Background: an optimization exercise with open tools, aiming at small area, a short achievable clock period and few clock cycles per item. Do not read the settings as production practice.
The RTL was checked by simulation tests, not by an equivalence proof against the original design.
Power figures rest on the tool's default switching activity, not on a simulated workload.

// kmeans_top
module kmeans_top (
  input  logic        clk,
  input  logic        rst_n,
  input  logic        in_valid,
  input  logic [15:0] in_data,
  output logic        out_valid,
  output logic [15:0] out_data
);
  localparam int L  = 4;        
  localparam int T  = 64 / L;       
  localparam int K  = 2;        
  localparam int D  = 8 / K;        
  localparam logic [2:0] S_IDLE   = 3'd0;
  localparam logic [2:0] S_LOAD   = 3'd1;
  localparam logic [2:0] S_WAIT   = 3'd2;
  localparam logic [2:0] S_DIV    = 3'd3;
  localparam logic [2:0] S_STREAM = 3'd4;
  localparam logic [2:0] S_OUT    = 3'd5;
  logic [2:0]  st;
  logic [6:0]  cnt;
  logic        ld_v;
  logic [15:0] ring [64];
  logic [7:0]  cx [4];
  logic [7:0]  cy [4];
  logic [6:0]  n  [4];
  logic [63:0] cvec;
  logic [1:0]   a_q [L];
  logic [L-1:0] v2;
  logic [L-1:0] v1;
  always_ff @(posedge clk) begin
    ring[0] <= in_valid ? in_data : ring[63];
    for (int i = 1; i < 64; i++) ring[i] <= ring[i-1];
  end
  assign cvec = {cx[3], cy[3], cx[2], cy[2], cx[1], cy[1], cx[0], cy[0]};
  always_comb begin
    v1 = '0;
    if (st == S_STREAM) v1 = '1;
    v1[0] = v1[0] | ld_v;
  end
  logic [L-1:0] vA;
  for (genvar j = 0; j < L; j++) begin : g_lane
    logic [35:0] d, d_q;
    logic [1:0]  idx;
    km_mdist u_d0 (.a(ring[j*T]), .b(cvec[15:0]),  .d(d[8:0]));
    km_mdist u_d1 (.a(ring[j*T]), .b(cvec[31:16]), .d(d[17:9]));
    km_mdist u_d2 (.a(ring[j*T]), .b(cvec[47:32]), .d(d[26:18]));
    km_mdist u_d3 (.a(ring[j*T]), .b(cvec[63:48]), .d(d[35:27]));
    always_ff @(posedge clk) d_q <= d;
    km_argmin u_am (.d(d_q), .idx(idx));
    always_ff @(posedge clk) a_q[j] <= idx;
  end
  always_ff @(posedge clk) begin
    if (!rst_n) begin
      vA <= '0;
      v2 <= '0;
    end else begin
      vA <= v1;
      v2 <= vA;
    end
  end
  logic [7:0]  px [4];
  logic [7:0]  py [4];
  logic [8:0]  pair_x [2];
  logic [8:0]  pair_y [2];
  logic [3:0]  m [4];
  logic [13:0] qx [4];
  logic [13:0] qy [4];
  logic        clr, dv;
  logic        div_last;
  logic        changed;
  always_comb begin
    for (int j = 0; j < 4; j++) begin
      px[j] = ring[j*T+2][15:8];
      py[j] = ring[j*T+2][7:0];
      for (int k = 0; k < 4; k++) m[j][k] = v2[j] && (a_q[j] == k[1:0]);
    end
    for (int h = 0; h < 2; h++) begin
  ...
Settings: LEC_CHECK=0, CAP_MARGIN=20, CORE_MARGIN=2, CORE_UTILIZATION=65, SLEW_MARGIN=20; clock period 25.0 ns.
standard.sh (not shown) runs the stock make flow with config.mk's settings and CLKGATE_MAP_FILE= SYNTH_SCRIPT=/design/flow/synth_recipe.tcl, a recipe that flattens the netlist after the stock synthesis.
==> flow/flow/run.sh <==
#!/bin/bash
set -euo pipefail
export BUFFER_PORTS_ARGS="-buffer_cell sky130_fd_sc_hd__buf_4"
export SETUP_SLACK_MARGIN=19.3
export CTS_ARGS="-sink_clustering_enable -repair_clock_nets -sink_clustering_size 30 -sink_clustering_max_diameter 60 -buf_list sky130_fd_sc_hd__clkbuf_16 -dont_use_dummy_load"
bash standard.sh finish > standard_flow.log 2>&1
The starting point produced a clean layout.
Testbench counts at the start, summed over its fixed seeds: cycles 23,838, jobs 144.
Then changed:
==> flow/flow/run.sh (replaced) <==
#!/bin/bash
set -euo pipefail
export BUFFER_PORTS_ARGS="-buffer_cell sky130_fd_sc_hd__buf_4"
export SETUP_SLACK_MARGIN=19.3
bash standard.sh finish > standard_flow.log 2>&1
--- a/flow/config.mk
+++ b/flow/config.mk
@@ -9,3 +9,6 @@
 export CORE_MARGIN = 2
 export CORE_UTILIZATION = 65
+export CTS_BUF_LIST = sky130_fd_sc_hd__clkbuf_16
+export CTS_CLUSTER_DIAMETER = 60
+export CTS_CLUSTER_SIZE = 30
 export SLEW_MARGIN = 20
=> Critical path depth is unchanged; combinational power stays flat; wire length is about the same; via count climbs by 0.75%; clock skew drops by 0.075 ns; die area stays the same; flip-flop and latch count does not change; total power climbs by 5.3%; register-to-register slack is about the same; synthesized area is unchanged.

## what the ideal ports hide
No port has a modelled driver above. Below, the same layouts with a new extraction and two added sets of constraints. Step 1 assumes that a clkbuf_16 drives the clock port and a buf_2 every other input. Step 2 times the ports against the registers' clock, not the clock port: input delays grow and output delays shrink by t, the midpoint of the rising clock arrivals with the driver on. a / b / c = no drivers / after step 1 / after step 2; a / b = the first two.
run	t, ns	setup slack, ns	worst hold slack (ns)	worst data-port slew with drivers (ns)
the first run	0.755	18.892 / 18.818 / 18.696	0.250 / 0.250 / 0.250	0.04
the second run	0.795	18.835 / 18.760 / 18.620	0.312 / 0.312 / 0.312	0.05
After both steps every run listed still meets setup and hold. The setup slack of the second run, which loses most, moves by -0.075 ns with the drivers and by -0.215 ns with both steps.
